From an optimization exercise on the open Yosys and OpenROAD flow, aimed at a short achievable clock period and few clock cycles; shortcuts taken in it are not production practice.
The RTL was checked by simulation tests, not by an equivalence proof against the original design.
Power and IR drop assume default switching activity.

==> flow/design.v <==
module cache_nway #(
  parameter int WAYS      = 4,
  parameter int SETS      = 4,
  parameter int CNT_WIDTH = 16
) (
  input  logic                 clk,
  input  logic                 reset,
  input  logic                 mem_read,
  input  logic                 mem_write,
  input  logic [1:0]           mem_byte_enable,
  input  logic [15:0]          mem_address,
  input  logic [15:0]          mem_wdata,
  output logic [15:0]          mem_rdata,
  output logic                 mem_resp,
  output logic                 pmem_read,
  output logic                 pmem_write,
  output logic [15:0]          pmem_address,
  output logic [127:0]         pmem_wdata,
  input  logic [127:0]         pmem_rdata,
  input  logic                 pmem_resp,
  output logic [CNT_WIDTH-1:0] hit_count,
  output logic [CNT_WIDTH-1:0] miss_count
);
  localparam int WB = $clog2(WAYS);
  localparam int IB = $clog2(SETS);
  localparam int TB = 12 - IB;
  typedef enum logic [1:0] {S_IDLE, S_RESP, S_WRITEBACK, S_ALLOCATE} state_t;
  state_t               r_state;
  logic                 r_valid  [SETS][WAYS];
  logic                 r_dirty  [SETS][WAYS];
  logic [TB-1:0]        r_tag    [SETS][WAYS];
  logic [127:0]         r_data   [SETS][WAYS];
  logic [WAYS-2:0]      r_plru   [SETS];
  logic [WAYS-1:0]      r_vsel   [SETS];         
  logic [127:0]         r_vdata  [SETS];         
  logic [TB-1:0]        r_vtag   [SETS];         
  logic                 r_vdirty [SETS];         
  logic                 r_hit_resp;              
  logic                 r_hit_wr;                
  logic [7:0]           r_wr_word;               
  logic [1:0]           r_wr_be;                 
  logic [15:0]          r_wr_data;               
  logic [IB-1:0]        r_index;
  logic [WB-1:0]        r_hit_way;
  logic [WB-1:0]        r_victim;
  logic                 r_hsel   [SETS][WAYS];   
  logic                 r_vline  [SETS][WAYS];   
  logic [15:0]          r_mem_rdata;
  logic                 r_mem_resp;
  logic                 r_alloc_wr;              
  logic                 r_pmem_read;
  logic                 r_pmem_write;
  logic [15:0]          r_pmem_address;
  logic [127:0]         r_pmem_wdata;
  logic [CNT_WIDTH-1:0] r_hit_count;
  logic [CNT_WIDTH-1:0] r_miss_count;
  logic [IB-1:0]   w_index;
  logic [TB-1:0]   w_tag;
  logic [2:0]      w_word;
  logic            w_req;
  logic            w_unused;
  logic            w_idle;
  logic [SETS-1:0] w_set_sel;
  logic            w_match [SETS][WAYS];
  logic [WAYS-1:0] w_way_hit;
  logic            w_hit;
  logic [WB-1:0]   w_hit_way;
  logic [WB-1:0]   w_victim;
  logic            w_fill;
  logic            w_done;
  logic [WB-1:0]   w_done_way;
  logic [15:0]     w_hit_word;
  logic [WAYS-2:0] w_plru_next  [SETS];
  logic            w_valid_next [SETS][WAYS];
  logic [WAYS-1:0] w_vsel_next  [SETS];
  logic            w_alloc;
  logic [WAYS-1:0] w_post_hit   [SETS];     
  logic [WAYS-1:0] w_post_fill  [SETS];     
  logic [WAYS-1:0] r_csel       [SETS];     
  logic [7:0]      r_fill_sel;              
  assign w_index  = mem_address[4 +: IB];
  assign w_tag    = mem_address[15 -: TB];
  assign w_word   = mem_address[3:1];
  assign w_req    = mem_read | mem_write;
  assign w_unused = mem_address[0];
  assign w_idle   = (r_state == S_IDLE);
  assign w_fill   = (r_state == S_ALLOCATE) && pmem_resp;
  assign w_done   = r_hit_resp || w_fill;
  assign w_alloc  = (r_state == S_ALLOCATE);
  function automatic logic [WAYS-1:0] f_next_victim(input logic [WAYS-2:0] plru,
                                                    input logic [WAYS-1:0] valid,
                                                    input logic done, input logic fill,
                                                    input logic [WB-1:0] way);
    logic [WAYS-1:0] v;
    logic [WAYS-2:0] p;
    p = plru;
    v = valid;
    if (done) begin
      p[0] = ~way[1];
      if (way[1]) p[2] = ~way[0];
      else        p[1] = ~way[0];
    end
    if (fill) v[way] = 1'b1;
    f_next_victim = WAYS'(1) << {p[0], p[1 + p[0]]};
    for (int w = WAYS - 1; w >= 0; w--)
      if (!v[w]) f_next_victim = WAYS'(1) << w;
  endfunction
  for (genvar s = 0; s < SETS; s++) begin : g_set
    assign w_set_sel[s] = (w_index == IB'(s));
    for (genvar w = 0; w < WAYS; w++) begin : g_way
      assign w_match[s][w] = w_set_sel[s] && r_valid[s][w] && (r_tag[s][w] == w_tag);
    end
  end
  always_comb begin
    w_way_hit  = '0;
    w_hit_word = '0;
    for (int s = 0; s < SETS; s++) begin
      for (int w = 0; w < WAYS; w++) begin
        w_way_hit[w] = w_way_hit[w] | w_match[s][w];
        w_hit_word   = w_hit_word | (r_data[s][w][{w_word, 4'b0} +: 16] & {16{w_match[s][w]}});
      end
    end
  end
  assign w_hit = |w_way_hit;
  always_comb begin
    w_hit_way = '0;
    w_victim  = '0;
    for (int w = 0; w < WAYS; w++) begin
      if (w_way_hit[w])              w_hit_way = w_hit_way | WB'(w);
      if (r_vsel[w_index][w])        w_victim  = w_victim | WB'(w);
    end
  end
  assign w_done_way = r_hit_resp ? r_hit_way : r_victim;
  always_comb begin
    for (int s = 0; s < SETS; s++) begin
      w_plru_next[s] = r_plru[s];
      for (int w = 0; w < WAYS; w++) w_valid_next[s][w] = r_valid[s][w];
    end
    if (w_done) begin
      w_plru_next[r_index][0] = ~w_done_way[1];
      if (w_done_way[1]) w_plru_next[r_index][2] = ~w_done_way[0];
      else               w_plru_next[r_index][1] = ~w_done_way[0];
    end
    if (w_fill) w_valid_next[r_index][r_victim] = 1'b1;
    for (int s = 0; s < SETS; s++) begin
      logic [WAYS-1:0] v;
      logic [WB-1:0]   vw;
      for (int w = 0; w < WAYS; w++) v[w] = r_valid[s][w];
      w_vsel_next[s] = f_next_victim(r_plru[s], v, w_done && r_index == IB'(s),
                                     w_fill && r_index == IB'(s), w_done_way);
      vw = '0;
      for (int w = 0; w < WAYS; w++)
        if (r_vsel[s][w]) vw = vw | WB'(w);
      w_post_fill[s] = f_next_victim(r_plru[s], v, 1'b1, 1'b1, vw);
      w_post_hit[s]  = '0;
      for (int h = 0; h < WAYS; h++)
        if (w_way_hit[h])
          w_post_hit[s] = w_post_hit[s] | f_next_victim(r_plru[s], v, 1'b1, 1'b0, WB'(h));
    end
  end
  always_ff @(posedge clk or negedge reset) begin
    if (!reset) begin
      r_state      <= S_IDLE;
      r_hit_resp   <= 1'b0;
      r_hit_wr     <= 1'b0;
      r_wr_word    <= '0;
      r_wr_be      <= '0;
      r_wr_data    <= '0;
      r_index      <= '0;
      r_hit_way    <= '0;
      r_victim     <= '0;
      r_mem_resp   <= 1'b0;
      r_alloc_wr   <= 1'b0;
      r_fill_sel   <= '0;
      r_pmem_read  <= 1'b0;
      r_pmem_write <= 1'b0;
      r_hit_count  <= '0;
      r_miss_count <= '0;
      for (int s = 0; s < SETS; s++) begin
        r_plru[s]   <= '0;
        r_vsel[s]   <= WAYS'(1);
        r_csel[s]   <= WAYS'(1);
        r_vdirty[s] <= 1'b0;
        for (int w = 0; w < WAYS; w++) begin
          r_valid[s][w] <= 1'b0;
          r_dirty[s][w] <= 1'b0;
          r_hsel[s][w]  <= 1'b0;
          r_vline[s][w] <= 1'b0;
        end
      end
    end else begin
      r_hit_resp <= 1'b0;
      r_fill_sel <= '0;
      if ((w_idle && w_req && !w_hit) || r_state == S_WRITEBACK ||
          (w_alloc && !pmem_resp))
        r_fill_sel <= 8'(1) << w_word;
      case (r_state)
        S_IDLE: begin
          r_index   <= w_index;
          r_hit_wr  <= mem_write;
          r_wr_word <= 8'(1) << w_word;
          r_wr_be   <= mem_write ? mem_byte_enable : 2'b00;
          r_wr_data <= mem_wdata;
          r_hit_way <= w_hit_way;
          r_victim  <= w_victim;
          for (int s = 0; s < SETS; s++) begin
            for (int w = 0; w < WAYS; w++) begin
              r_hsel[s][w]  <= w_match[s][w];
              r_vline[s][w] <= w_set_sel[s] && r_vsel[s][w];
            end
          end
          if (w_req) begin
            if (w_hit) begin
              r_hit_resp <= 1'b1;
              r_mem_resp <= 1'b1;
              r_state    <= S_RESP;
            end else if (r_vdirty[w_index]) begin
              r_pmem_write <= 1'b1;
              r_state      <= S_WRITEBACK;
            end else begin
              r_pmem_read <= 1'b1;
              r_alloc_wr  <= mem_write;
              r_state     <= S_ALLOCATE;
            end
          end
        end
        S_RESP: begin
          r_mem_resp <= 1'b0;
          r_state    <= S_IDLE;
        end
        S_WRITEBACK: begin
          if (pmem_resp) begin
            r_pmem_write <= 1'b0;
            r_pmem_read  <= 1'b1;
            r_alloc_wr   <= mem_write;
            r_state      <= S_ALLOCATE;
          end
        end
        S_ALLOCATE: begin
          if (pmem_resp) begin
            r_pmem_read <= 1'b0;
            r_alloc_wr  <= 1'b0;
            r_mem_resp  <= !r_alloc_wr;
            r_state     <= r_alloc_wr ? S_IDLE : S_RESP;
            if (r_miss_count != '1) r_miss_count <= r_miss_count + 1'b1;
          end
        end
        default: r_state <= S_IDLE;
      endcase
      for (int s = 0; s < SETS; s++) begin
        r_plru[s] <= w_plru_next[s];
        r_vsel[s] <= w_vsel_next[s];
        for (int w = 0; w < WAYS; w++) r_valid[s][w] <= w_valid_next[s][w];
      end
      if (w_fill) r_dirty[r_index][r_victim] <= mem_write;
      else if (r_hit_resp && r_hit_wr) r_dirty[r_index][r_hit_way] <= 1'b1;
      for (int s = 0; s < SETS; s++) begin
        if (w_idle && w_req && w_hit)
          r_csel[s] <= (w_index == IB'(s)) ? w_post_hit[s] : r_vsel[s];
        else if (w_idle && w_req && !r_vdirty[w_index])
          r_csel[s] <= (w_index == IB'(s)) ? w_post_fill[s] : r_vsel[s];
        else if ((r_state == S_WRITEBACK && pmem_resp) || w_alloc)
          r_csel[s] <= (r_index == IB'(s)) ? w_post_fill[s] : r_vsel[s];
        else if (r_state != S_RESP)
          r_csel[s] <= r_vsel[s];
        r_vdirty[s] <= 1'b0;
        for (int w = 0; w < WAYS; w++)
          if (r_csel[s][w] && r_dirty[s][w]) r_vdirty[s] <= 1'b1;
      end
      if (w_done && r_hit_count != '1) r_hit_count <= r_hit_count + 1'b1;
    end
  end
  always_ff @(posedge clk) begin
    for (int s = 0; s < SETS; s++) begin
      for (int w = 0; w < WAYS; w++) begin
        if (w_fill && r_vline[s][w]) begin
          r_tag[s][w]  <= w_tag;
          r_data[s][w] <= pmem_rdata;
          for (int k = 0; k < 8; k++) begin
            if (r_wr_word[k]) begin
              if (r_wr_be[1]) r_data[s][w][16*k+8 +: 8] <= r_wr_data[15:8];
              if (r_wr_be[0]) r_data[s][w][16*k   +: 8] <= r_wr_data[7:0];
            end
          end
        end else if (r_hit_resp && r_hsel[s][w]) begin
          for (int k = 0; k < 8; k++) begin
            if (r_wr_word[k]) begin
              if (r_wr_be[1]) r_data[s][w][16*k+8 +: 8] <= r_wr_data[15:8];
              if (r_wr_be[0]) r_data[s][w][16*k   +: 8] <= r_wr_data[7:0];
            end
          end
        end
      end
    end
  end
  always_ff @(posedge clk) begin
    for (int s = 0; s < SETS; s++) begin
      r_vdata[s] <= '0;
      r_vtag[s]  <= '0;
      for (int w = 0; w < WAYS; w++) begin
        if (r_csel[s][w]) begin
          r_vdata[s] <= r_data[s][w];
          r_vtag[s]  <= r_tag[s][w];
        end
      end
    end
    r_pmem_wdata   <= r_vdata[w_index];
    r_pmem_address <= (r_vdirty[w_index] && (w_idle || (r_state == S_WRITEBACK && !pmem_resp)))
                    ? {r_vtag[w_index], w_index, 4'b0} : {mem_address[15:4], 4'b0};
    r_mem_rdata    <= w_hit_word;
    for (int k = 0; k < 8; k++)
      if (r_fill_sel[k]) r_mem_rdata <= w_hit_word | pmem_rdata[16*k +: 16];
  end
  assign mem_rdata    = r_mem_rdata;
  assign mem_resp     = r_mem_resp || (r_alloc_wr && pmem_resp);
  assign pmem_read    = r_pmem_read;
  assign pmem_write   = r_pmem_write;
  assign pmem_address = r_pmem_address;
  assign pmem_wdata   = r_pmem_wdata;
  assign hit_count    = r_hit_count;
  assign miss_count   = r_miss_count;
endmodule
make LEC_CHECK=0 ABC_CLOCK_PERIOD_IN_PS=2500 CAP_MARGIN=20 CORE_MARGIN=2 CORE_UTILIZATION=50 PLACE_DENSITY=0.65 SETUP_SLACK_MARGIN=3.5 SLEW_MARGIN=20 finish   # period 6.0 ns
run.sh (not shown) runs the stock make flow with config.mk's settings and CLKGATE_MAP_FILE= SYNTH_SCRIPT=/design/flow/synth_recipe.tcl, a recipe that flattens the netlist after the stock synthesis.
Testbench counts at the start, summed over its fixed seeds: cycles 99,066.
Rerun with:
--- a/flow/design.v
+++ b/flow/design.v
@@ -46,9 +46,8 @@
   logic                 r_hsel   [SETS][WAYS];   
   logic                 r_vline  [SETS][WAYS];   
   logic [15:0]          r_mem_rdata;
   logic                 r_mem_resp;
-  logic                 r_alloc_wr;              
   logic                 r_pmem_read;
   logic                 r_pmem_write;
   logic [15:0]          r_pmem_address;
   logic [127:0]         r_pmem_wdata;
@@ -169,9 +168,8 @@
       r_index      <= '0;
       r_hit_way    <= '0;
       r_victim     <= '0;
       r_mem_resp   <= 1'b0;
-      r_alloc_wr   <= 1'b0;
       r_fill_sel   <= '0;
       r_pmem_read  <= 1'b0;
       r_pmem_write <= 1'b0;
       r_hit_count  <= '0;
@@ -218,9 +216,8 @@
               r_pmem_write <= 1'b1;
               r_state      <= S_WRITEBACK;
             end else begin
               r_pmem_read <= 1'b1;
-              r_alloc_wr  <= mem_write;
               r_state     <= S_ALLOCATE;
             end
           end
         end
@@ -231,18 +228,16 @@
         S_WRITEBACK: begin
           if (pmem_resp) begin
             r_pmem_write <= 1'b0;
             r_pmem_read  <= 1'b1;
-            r_alloc_wr   <= mem_write;
             r_state      <= S_ALLOCATE;
           end
         end
         S_ALLOCATE: begin
           if (pmem_resp) begin
             r_pmem_read <= 1'b0;
-            r_alloc_wr  <= 1'b0;
-            r_mem_resp  <= !r_alloc_wr;
-            r_state     <= r_alloc_wr ? S_IDLE : S_RESP;
+            r_mem_resp  <= 1'b1;
+            r_state     <= S_RESP;
             if (r_miss_count != '1) r_miss_count <= r_miss_count + 1'b1;
           end
         end
         default: r_state <= S_IDLE;
@@ -311,9 +306,9 @@
     for (int k = 0; k < 8; k++)
       if (r_fill_sel[k]) r_mem_rdata <= w_hit_word | pmem_rdata[16*k +: 16];
   end
   assign mem_rdata    = r_mem_rdata;
-  assign mem_resp     = r_mem_resp || (r_alloc_wr && pmem_resp);
+  assign mem_resp     = r_mem_resp;
   assign pmem_read    = r_pmem_read;
   assign pmem_write   = r_pmem_write;
   assign pmem_address = r_pmem_address;
   assign pmem_wdata   = r_pmem_wdata;
Result:
- routed wire length is higher by roughly a tenth
- via count is higher by a few percent
- count of clock-buffer cells in the layout is lower by 31
- hold slack gets worse by 0.12 ns
- cell count is lower slightly
- design area is higher slightly
- worst setup slack gets better by 0.21 ns
- total power is higher slightly
- fmax is higher by a few percent
- register-to-register slack gets better by 0.30 ns
Testbench counts after the change, summed over its fixed seeds: cycles 100,836.

[afterwards: timing with drivers on the ports]
The results above use ideal ports. As a check the final layouts listed here were re-extracted and re-timed, cells and wires unchanged.
Step 1 (the two cells are an assumption about what drives the block):
set clk [get_ports {clk}]
set_driving_cell -lib_cell sky130_fd_sc_hd__clkbuf_16 $clk
set_driving_cell -lib_cell sky130_fd_sc_hd__buf_2 [delete_from_list [all_inputs] $clk]
Step 2, shift: input delay + t, output delay - t, t = (earliest + latest rising clock arrival at the registers) / 2. This alone moves slack from input paths to output paths.
Slacks: ideal / step 1 / step 2; pairs: ideal / step 1.
run	t (ns)	setup WS [ns]	worst register clock-pin slew, ns	worst slew at a driven data input, ns	cell pins on the clock port's net
the first run	1.056	2.646 / 2.498 / 1.442	0.07 / 0.07	0.28	1
the second run	1.075	2.860 / 2.457 / 1.383	0.07 / 0.07	0.58	1
After both steps setup and hold are still met in every run listed. For the second run, which loses most, drivers alone change the setup slack by -0.403 ns; drivers and shift together by -1.477 ns.
